Source: an optimization exercise on an open RTL-to-GDS flow (aim: small area, a short achievable clock period and few clock cycles per item). Production flows keep margins and buffers that such runs may drop.
In this exercise RTL edits were held to simulation tests only and were not proved equivalent to the original.

==> flow/design.v <==
package gbtw_pkg;
	localparam logic [29:0] E1    = 30'h178B_5636;
	localparam logic [32:0] E1X16 = 33'h1_78B5_6360;
	localparam logic [36:0] ARG_ZERO = 37'd21 << 30;
	function automatic logic [32:0] recip(input logic [3:0] k);
		case (k)
			4'd3:    recip = 33'h1_5555_5556;
			4'd4:    recip = 33'h1_0000_0000;
			4'd5:    recip = 33'h0_CCCC_CCCD;
			4'd6:    recip = 33'h0_AAAA_AAAB;
			4'd7:    recip = 33'h0_9249_2493;
			4'd8:    recip = 33'h0_8000_0000;
			4'd9:    recip = 33'h0_71C7_1C72;
			4'd10:   recip = 33'h0_6666_6667;
			4'd11:   recip = 33'h0_5D17_45D2;
			4'd12:   recip = 33'h0_5555_5556;
			4'd13:   recip = 33'h0_4EC4_EC4F;
			4'd14:   recip = 33'h0_4924_924A;
			default: recip = 33'h0_4444_4445;
		endcase
	endfunction
endpackage
module gaussian_bilinear_tap_weights #(
	parameter int TAP_PAIRS = 8
) (
	input  logic        clk,
	input  logic        arst_n,
	input  logic        start,
	output logic        busy,
	input  logic [15:0] sigma,
	output logic        strobe,
	output logic [2:0]  tap,
	output logic [15:0] weight,
	output logic [15:0] offset,
	output logic        bad_sigma,
	output logic        last
);
	logic        pend_q;
	logic [15:0] sig_q;
	logic        au_take;
	always_ff @(posedge clk or negedge arst_n) begin
		if (!arst_n) begin
			pend_q <= 1'b0;
		end else if (start && !pend_q) begin
			pend_q <= 1'b1;
		end else if (au_take) begin
			pend_q <= 1'b0;
		end
	end
	always_ff @(posedge clk) begin
		if (start && !pend_q) begin
			sig_q <= sigma;
		end
	end
	assign busy = pend_q;
	localparam logic [1:0] AU_IDLE = 2'd0;
	localparam logic [1:0] AU_DIV  = 2'd1;
	localparam logic [1:0] AU_PREP = 2'd2;
	localparam logic [1:0] AU_RUN  = 2'd3;
	logic [1:0]  au_st;
	logic [5:0]  au_cnt;
	logic        au_bad;       
	logic        au_big;       
	logic [31:0] s_q;          
	logic [36:0] a_q;          
	logic [31:0] b_q;          
	logic [36:0] c_q;          
	logic [31:0] f_q;          
	logic [36:0] dq_q;         
	logic [31:0] dr_q;         
	logic [34:0] h_q;          
	logic        h_zero;
	logic        a_zero;       
	logic [3:0]  au_q;
	logic        au_fresh;
	logic        au_rdy;
	logic        e_load;
	logic [32:0] div_t2;
	logic        div_ge;
	logic [32:0] sb_sum, sf_sum;
	logic        sb_ge, sf_ge;
	logic [36:0] a_nxt, c_nxt;
	logic [31:0] b_nxt, f_nxt;
	logic [32:0] f2;
	logic        f2_ge;
	assign au_take = (au_st == AU_IDLE) && pend_q;
	assign au_rdy  = (au_st == AU_RUN) && au_q[0] && au_fresh;
	assign div_t2 = {f_q, 1'b0};
	assign div_ge = div_t2 >= {1'b0, s_q};
	assign sb_sum = {1'b0, b_q} + {1'b0, f_q};
	assign sb_ge  = sb_sum >= {1'b0, s_q};
	assign b_nxt  = sb_ge ? 32'(sb_sum - {1'b0, s_q}) : sb_sum[31:0];
	assign a_nxt  = a_q + c_q + 37'(sb_ge);
	assign sf_sum = {1'b0, f_q} + {1'b0, dr_q};
	assign sf_ge  = sf_sum >= {1'b0, s_q};
	assign f_nxt  = sf_ge ? 32'(sf_sum - {1'b0, s_q}) : sf_sum[31:0];
	assign c_nxt  = c_q + dq_q + 37'(sf_ge);
	assign f2    = {f_q, 1'b0};
	assign f2_ge = f2 >= {1'b0, s_q};
	always_ff @(posedge clk or negedge arst_n) begin
		if (!arst_n) begin
			au_st    <= AU_IDLE;
			au_cnt   <= '0;
			au_q     <= '0;
			au_fresh <= 1'b0;
		end else begin
			case (au_st)
				AU_IDLE: begin
					if (pend_q) begin
						au_st  <= AU_DIV;
						au_cnt <= 6'd36;
					end
				end
				AU_DIV: begin
					au_cnt <= au_cnt - 1'b1;
					if (au_cnt == 6'd1) begin
						au_st <= AU_PREP;
					end
				end
				AU_PREP: begin
					au_st    <= AU_RUN;
					au_q     <= '0;
					au_fresh <= 1'b0;
				end
				default: begin
					if (e_load) begin
						au_fresh <= 1'b0;
						if (au_q == 4'd15) begin
							au_st <= AU_IDLE;
						end
					end else if (!au_rdy) begin
						au_q     <= au_q + 1'b1;
						au_fresh <= !au_q[0];
					end
				end
			endcase
		end
	end
	always_ff @(posedge clk) begin
		case (au_st)
			AU_IDLE: begin
				s_q    <= 32'(sig_q) * 32'(sig_q);
				au_bad <= (sig_q == '0);
				f_q    <= 32'd1024;
				c_q    <= '0;
			end
			AU_DIV: begin
				if (au_cnt == 6'd36) begin
					au_big <= (s_q <= 32'd1024);
				end else begin
					f_q <= div_ge ? 32'(div_t2 - {1'b0, s_q}) : div_t2[31:0];
					c_q <= {c_q[35:0], div_ge};
				end
			end
			AU_PREP: begin
				a_q    <= '0;
				b_q    <= '0;
				a_zero <= au_bad;
				dq_q   <= {c_q[35:0], f2_ge};
				dr_q   <= f2_ge ? 32'(f2 - {1'b0, s_q}) : f2[31:0];
			end
			default: begin
				if (!e_load && !au_rdy) begin
					h_q    <= a_q[34:0];
					h_zero <= a_zero;
					a_q    <= a_nxt;
					b_q    <= b_nxt;
					c_q    <= c_nxt;
					f_q    <= f_nxt;
					a_zero <= a_zero || au_big || (a_nxt >= gbtw_pkg::ARG_ZERO);
				end
			end
		endcase
	end
	logic        ph;
	logic [29:0] r1_q, r2_q;
	logic [1:0]  act, ser, tf, fst, skp;
	logic [3:0]  k_q [2];
	logic [4:0]  n_q [2];
	logic [29:0] x_q [2];
	logic        e_run;
	logic [2:0]  e_pi;
	logic        e_bad;
	logic        s1, s2;
	logic [29:0] m1_b, m1_x;
	logic [60:0] m1_p;
	logic [29:0] p1;
	logic [32:0] m2_m;
	logic [62:0] m2_p;
	logic [29:0] t2;
	logic [3:0]  k2;
	logic [4:0]  n2;
	assign s1 = ph;
	assign s2 = !ph;
	always_comb begin
		if (fst[s1]) begin
			m1_b = ~(x_q[s1] >> 4);
		end else if (tf[s1]) begin
			m1_b = ~r2_q;
		end else begin
			m1_b = r2_q;
		end
		m1_x = ser[s1] ? x_q[s1] : gbtw_pkg::E1;
		m1_p = 61'(m1_x) * 61'(m1_b) + ((fst[s1] || tf[s1]) ? 61'(m1_x) : 61'd0);
		p1   = m1_p[59:30];
	end
	assign k2   = k_q[s2];
	assign n2   = n_q[s2];
	assign m2_m = ser[s2] ? gbtw_pkg::recip(k2) : gbtw_pkg::E1X16;
	assign m2_p = 63'(r1_q) * 63'(m2_m);
	always_comb begin
		if (!act[s2]) begin
			t2 = r1_q;
		end else if (ser[s2]) begin
			if (k2 == 4'd1) begin
				t2 = r1_q;
			end else if (k2 == 4'd2) begin
				t2 = r1_q >> 1;
			end else begin
				t2 = 30'(m2_p[62:34]);
			end
		end else if (n2 == 5'd1) begin
			t2 = r1_q;
		end else begin
			t2 = 30'(m2_p[62:34]);
		end
	end
	always_ff @(posedge clk) begin
		r1_q <= act[s1] ? p1 : r2_q;
		r2_q <= t2;
	end
	logic        both_done;
	logic [29:0] v0, v1;
	logic [30:0] g0, g1;
	logic [31:0] w0, w1, psum;
	logic        w_busy;
	logic [2:0]  w_idx;
	logic        wr_ok, pair_wr;
	assign both_done = e_run && !act[0] && !act[1];
	assign v0 = (ph == 1'b0) ? r2_q : r1_q;
	assign v1 = (ph == 1'b1) ? r2_q : r1_q;
	assign g0 = skp[0] ? 31'd0 : (tf[0] ? (31'h4000_0000 - 31'(v0)) : 31'(v0));
	assign g1 = skp[1] ? 31'd0 : (tf[1] ? (31'h4000_0000 - 31'(v1)) : 31'(v1));
	assign w0 = (e_pi == 3'd0) ? 32'(g0 >> 1) : 32'(g0);
	assign w1 = 32'(g1);
	assign psum = w0 + w1;
	assign wr_ok = !w_busy || (w_idx > e_pi);
	assign pair_wr = both_done && wr_ok;
	assign e_load = au_rdy && (!e_run || pair_wr);
	always_ff @(posedge clk or negedge arst_n) begin
		if (!arst_n) begin
			ph    <= 1'b0;
			e_run <= 1'b0;
			act   <= '0;
		end else begin
			ph <= !ph;
			if (e_load) begin
				e_run  <= 1'b1;
				act[0] <= !h_zero;
				act[1] <= !a_zero;
			end else begin
				if (pair_wr) begin
					e_run <= 1'b0;
				end
				if (act[s2] && ((ser[s2] && k2 == 4'd1 && n2 == 5'd0) ||
				                (!ser[s2] && n2 <= 5'd2))) begin
					act[s2] <= 1'b0;
				end
			end
		end
	end
	always_ff @(posedge clk) begin
		if (e_load) begin
			x_q[0] <= h_q[29:0];
			n_q[0] <= h_q[34:30];
			x_q[1] <= a_q[29:0];
			n_q[1] <= a_q[34:30];
			k_q[0] <= 4'd15;
			k_q[1] <= 4'd15;
			ser    <= 2'b11;
			tf     <= 2'b11;
			fst    <= 2'b11;
			skp    <= {a_zero, h_zero};
			e_pi   <= au_q[3:1];
			e_bad  <= au_bad;
		end else begin
			if (act[s1]) begin
				fst[s1] <= 1'b0;
			end
			if (act[s2]) begin
				if (ser[s2]) begin
					k_q[s2] <= k2 - 1'b1;
					if (k2 == 4'd1) begin
						ser[s2] <= 1'b0;
					end
				end else begin
					tf[s2]  <= 1'b0;
					n_q[s2] <= (n2 == 5'd1) ? 5'd0 : (n2 - 5'd2);
				end
			end
		end
	end
	logic [31:0] sum_mem [TAP_PAIRS];
	logic [12:0] off_mem [TAP_PAIRS];
	logic [34:0] acc_q;
	logic [34:0] acc_nxt;
	logic [31:0] tot_q;
	logic        w_bad;
	logic [3:0]  o_cnt;
	logic [32:0] o_rem;
	logic [12:0] o_low;
	logic [31:0] o_sum;
	logic [2:0]  o_idx;
	logic [33:0] o_t2;
	logic        o_ge;
	assign acc_nxt = ((e_pi == 3'd0) ? 35'd0 : acc_q) + 35'(psum);
	assign o_t2 = {o_rem, o_low[12]};
	assign o_ge = o_t2 >= {1'b0, o_sum, 1'b0};
	always_ff @(posedge clk or negedge arst_n) begin
		if (!arst_n) begin
			o_cnt <= '0;
		end else if (pair_wr && psum != '0) begin
			o_cnt <= 4'd13;
		end else if (o_cnt != '0) begin
			o_cnt <= o_cnt - 1'b1;
		end
	end
	always_ff @(posedge clk) begin
		if (pair_wr) begin
			sum_mem[e_pi] <= psum;
			acc_q         <= acc_nxt;
			if (psum == '0) begin
				off_mem[e_pi] <= '0;
			end
		end
		if (pair_wr && psum != '0) begin
			o_rem <= 33'(w1) + 33'(psum >> 13);
			o_low <= psum[12:0];
			o_sum <= psum;
			o_idx <= e_pi;
		end else if (o_cnt != '0) begin
			o_rem <= o_ge ? 33'(o_t2 - {1'b0, o_sum, 1'b0}) : o_t2[32:0];
			o_low <= {o_low[11:0], o_ge};
		end
		if (o_cnt == 4'd1) begin
			off_mem[o_idx] <= {o_low[11:0], o_ge};
		end
		if (pair_wr && e_pi == 3'd7) begin
			tot_q <= acc_nxt[34:3];
			w_bad <= e_bad;
		end
	end
	logic        w_load;
	logic [4:0]  w_cnt;
	logic [31:0] w_rem;
	logic [15:0] w_low;
	logic [44:0] w_dvd;
	logic [32:0] w_t2;
	logic        w_ge;
	logic        emit;
	logic        strobe_q, bad_q, last_q;
	logic [2:0]  tap_q;
	logic [15:0] weight_q, offset_q;
	assign w_dvd = {sum_mem[w_idx], 13'd0} + 45'(tot_q);
	assign w_t2  = {w_rem, w_low[15]};
	assign w_ge  = w_t2 >= {tot_q, 1'b0};
	assign emit  = w_busy && (w_bad || (!w_load && w_cnt == 5'd1));
	always_ff @(posedge clk or negedge arst_n) begin
		if (!arst_n) begin
			w_busy   <= 1'b0;
			w_load   <= 1'b0;
			w_idx    <= '0;
			w_cnt    <= '0;
			strobe_q <= 1'b0;
		end else begin
			strobe_q <= emit;
			if (pair_wr && e_pi == 3'd7) begin
				w_busy <= 1'b1;
				w_load <= 1'b1;
				w_idx  <= '0;
			end else if (w_busy) begin
				if (w_load) begin
					w_load <= 1'b0;
					w_cnt  <= 5'd16;
				end else if (!w_bad) begin
					w_cnt <= w_cnt - 1'b1;
				end
				if (emit) begin
					w_idx  <= w_idx + 1'b1;
					w_load <= 1'b1;
					if (w_idx == 3'd7) begin
						w_busy <= 1'b0;
					end
				end
			end
		end
	end
	always_ff @(posedge clk) begin
		if (w_busy && w_load) begin
			w_rem <= w_dvd[44:16];
			w_low <= w_dvd[15:0];
		end else begin
			w_rem <= w_ge ? 32'(w_t2 - {tot_q, 1'b0}) : w_t2[31:0];
			w_low <= {w_low[14:0], w_ge};
		end
		if (emit) begin
			tap_q    <= w_idx;
			last_q   <= (w_idx == 3'd7);
			bad_q    <= w_bad;
			weight_q <= w_bad ? 16'd0 : {w_low[14:0], w_ge};
			offset_q <= w_bad ? 16'd0 : {w_idx, off_mem[w_idx]};
		end
	end
	assign strobe    = strobe_q;
	assign tap       = tap_q;
	assign weight    = weight_q;
	assign offset    = offset_q;
	assign bad_sigma = bad_q;
	assign last      = last_q;
endmodule
==> flow/run.sh <==
#!/bin/bash
# synth_recipe.tcl (not shown) runs the flow's synth.tcl, then flattens the netlist and writes it again
# the make line also repeats each setting of config.mk as NAME=value (left out here)
make -C /OpenROAD-flow-scripts/flow DESIGN_CONFIG=/design/flow/config.mk WORK_HOME=/design/flow/orfs CLKGATE_MAP_FILE= SYNTH_SCRIPT=/design/flow/synth_recipe.tcl finish
==> flow/config.mk <==
export PLATFORM = sky130hd
export DESIGN_NAME = gaussian_bilinear_tap_weights
export DESIGN_NICKNAME = gaussian_bilinear_tap_weights
export VERILOG_FILES = /design/flow/design.v
export SDC_FILE = /design/flow/constraint.sdc
export NUM_CORES = 4
export LEC_CHECK = 0
export CAP_MARGIN = 20
export CORE_MARGIN = 2
export CORE_UTILIZATION = 40
export SLEW_MARGIN = 20
==> flow/constraint.sdc <==
create_clock -name core_clock -period 12.0 [get_ports {clk}]
set_input_delay 2.4000 -clock core_clock [delete_from_list [all_inputs] [get_ports {clk}]]
set_output_delay 2.4000 -clock core_clock [all_outputs]
set_load 0.01 [all_outputs]
==> notes.md <==
[routing by layer]
| layer | wire length (um) | GRT usage (%) |
|---|---|---|
| met1 | 166000 | 32.4 |
| met2 | 177000 | 37.9 |
| met3 | 31000 | 4.24 |
| met4 | 13300 | 6.87 |
| met5 | 28 | 0 |
[cells by family after synthesis]
family	after synthesis
XOR/XNOR	545
AND/OR/NAND/NOR	3784
buffers and inverters	2875
adder cells (fa/ha/maj)	2870
multiplexers	379
AO/OA/AOI/OAI	1758
flip-flops	1070
[stage by stage]
| step | std cells |
|---|---|
| after CTS | 17500 |
| after floorplan | 13300 |
| after global placement | 17300 |
| final | 17600 |
| after detailed placement | 17300 |
| after global routing | 17500 |
[cells in the final DEF, fill, tap and decap left out, types with 53 or more instances in the layout]
| master | Yosys | final |
|---|---|---|
| clkdlybuf4s50_1 | 0 | 56 |
| nor2b_1 | 98 | 84 |
| ha_1 | 1023 | 1020 |
| dfxtp_1 | 114 | 113 |
| nor2_1 | 629 | 609 |
| mux2i_1 | 191 | 187 |
| edfxtp_1 | 923 | 923 |
| buf_4 | 4 | 241 |
| inv_1 | 2300 | 2299 |
| mux2_2 | 98 | 98 |
| mux4_2 | 90 | 90 |
| nand2_1 | 1763 | 1761 |
| nand4_1 | 69 | 69 |
| xnor2_1 | 379 | 376 |
| a21oi_1 | 494 | 488 |
| o21a_1 | 66 | 66 |
| o21ai_0 | 435 | 412 |
| fa_1 | 1847 | 1847 |
| and2_1 | 655 | 655 |
| a21o_1 | 251 | 251 |
| nor3_1 | 120 | 115 |
| clkbuf_16 | 0 | 111 |
| o21bai_1 | 65 | 65 |
| and3_1 | 53 | 53 |
| xor2_1 | 166 | 165 |
| nand2b_1 | 98 | 98 |
| a31oi_1 | 56 | 56 |
| nand3_1 | 111 | 111 |
[state kept, by name, summed over array words and instances, names as in the netlist, 13 cells and up]
register  flops
r2_q         30
acc_q        35
c_q          37
sig_q        16
x_q          60
offset_q     16
dr_q         32
r1_q         30
a_q          37
sum_mem     256
b_q          32
weight_q     16
tot_q        32
h_q          35
o_sum        32
w_rem        32
o_low        13
off_mem     104
o_rem        33
f_q          32
dq_q         37
w_low        16
s_q          31
[cell type report]
| class | instances | share of cell area (%) |
|---|---|---|
| Clock buffer | 130 | 2.06 |
| Inverter | 2305 | 6.18 |
| Antenna cell | 4 | 0.00715 |
| Timing Repair Buffer | 304 | 1.78 |
| Tap cell | 4325 | 3.86 |
| Sequential cell | 1070 | 22.0 |
| Clock inverter | 78 | 0.716 |
| Multi-Input combinational cell | 9336 | 63.4 |
[worst min-delay path by stage]
stage | start | slack (ps) | to
2_1_floorplan | e_bad | 400 | w_bad
3_3_place_gp | h_q[20] | 400 | x_q[0][20]
3_5_place_dp | h_q[4] | 400 | x_q[0][4]
4_1_cts | h_q[9] | 390 | x_q[0][9]
5_1_grt | h_q[5] | 430 | x_q[0][5]
6_report | h_zero | 410 | skp[0]
[critical path, delay by kind of cell (launching register included)]
family | cells | cell delay, ps
compound gates | 11 | 3910
xor+xnor | 1 | 80
fa+ha+maj | 9 | 4190
buf+inv | 9 | 1440
flops | 1 | 820
mux | 2 | 760
simple gates | 1 | 110
==> results.toml <==
[outcome]
status = "timing/DRC/antenna clean"

[layout]
fin_area_mm2 = 0.140
drive_gt1_share_pct = 5.90
post-route-util_pct = 43.3
final_nets = 16000
seq_area_mm2 = 0.0308
num-fill-cells = 31400
multi_input_area_mm2 = 0.0888
area_growth_pct = 7.80

[yosys]
synth_mux_area_share_pct = 3.88
synth_compound_area_share_pct = 8.52
synth_edf_count = 923
post_synth_main_area_contributors = "fa_1 28%, edfxtp_1 21%, ha_1 9.9%"
syn_area_per_cell_um2 = 9.78
synth_top_family_by_area = "adder cells"
ys_seq_area_share_pct = 23.7
ys.flop_type = "edfxtp_1"
async_flop_share_pct = 3.08
yosysWarnings = 2
yosys.cell_count.top_type = "inv_1"
synth_area_leader_cell = "fa_1"
synth_nets = 16200
synth-xor-area-share_pct = 3.67
synth-simple-area-share_pct = 13.6
netlist.area_leader.share_pct = 28.5
ys_ff_latch = 1070
synth_common_cells = "2300 x inv_1, 1847 x fa_1, 1763 x nand2_1"
synth.distinct_cells = 92
synth_fa_ha_area_share_pct = 38.3
netlist_instances = 13300
netlist_area_mm2 = 0.130

[clock_network]
cts-root-buf = "clkbuf_16"
clk_path_buf_depth = 3
clkTransAtPathRegs_ps = 60
post_cts_buffers = 0
holdBufCountCts = 0
insertion_delay_ps = 800
cts_tree = "done"
cts_made_buffers = 111
clock_sinks = 1070
h-tree-depth = 3
cts.repair.resized = 0

[grt]
grtUsageTotal_pct = 23.5
grt_max_degree = 74
grt_pass1_wl_um = 595000
grt_antenna_before_repair = 16
grt_pass1_vias = 96200
grt_overflow_total = 0

[setup_path]
rr_worst_depth = 33
r2r-start = "ph"
cp-end-kind = "register"
crit_fanout = 40
worst_ep_required_time_ps = 12650
critPathKind = "register to register"
cpMostUsedCell = "fa_1"
crit_slowest_cell = "dfrtp_4"
max_stage_delay_ps = 820
r2r-end = "r1_q[29]"
endpoint = "r1_q[29]"
cp-start-kind = "register"
crit_arrival_ps = 12170
rrSetupSlack_ps = 480
crit_path_start = "ph"

[floorplanning]
initial_utilization_pct = 40.1
core-area_mm2 = 0.324
die_area_mm2 = 0.329
ios = 58
rows = 209
dieHeight_um = 574
die_w_um = 574

[run]
maxCapViolCount = 0

[sta]
tightest_slew_ps = 1220
hold_viol = 0
fin_ws_ps = 483
hold_ws_ps = 408
period_minus_slack_ps = 11520
slew_violations = 0
final.setup.tns_ps = 0
timing.fmax_mhz = 86.8
max_slew_margin_pct = 18.4
finalSetupViolCount = 0
finClkSkew_ps = 89.9
rsz0062_at_grt = "no"
fin_crit_sh_pct = 96.0

[routing]
wl_um = 388000
avgRoutedWirePerCell_um = 22.1
final_antenna_net_count = 0
drtIter0Drc = 8246
dr.pass1.iters = 6
drc = 0
route.vias.total = 93700
viasPerCell = 5.34

[placement]
gp_congestion = 0.972
place.port_buffers = 57
pre_cts_ws_ps = 606
place_area_mm2 = 0.136
dp_hpwl_um = 299000

[min_path]
holdPathStages = 0
hp-class = "register to register"
Testbench counts, summed over its fixed seeds: cycles 128,943, items 512.

==> what the ideal ports hide <==
Ports are ideal in the flow. The routed layout listed here was re-timed in OpenROAD. Step 1 (the two cells are an assumption about what drives the block):
set clk [get_ports {clk}]
set_driving_cell -lib_cell sky130_fd_sc_hd__clkbuf_16 $clk
set_driving_cell -lib_cell sky130_fd_sc_hd__buf_2 [delete_from_list [all_inputs] $clk]
Step 2 times the ports against the registers' clock, not the clock port: input delays grow and output delays shrink by t, the midpoint of the rising clock arrivals with the driver on. Slacks: no drivers / after step 1 / after step 2; pairs: no drivers / after step 1.
shift t [ns]: 0.834
setup slack, ns: 0.483 / 0.483 / 0.483
clock arrival spread, ns: 0.115 / 0.115
slew at the worst register clock pin (ns): 0.08 / 0.08
After both steps this run still meets setup and hold. For this run, drivers alone change the setup slack by 0.000 ns; drivers and shift together by 0.000 ns.
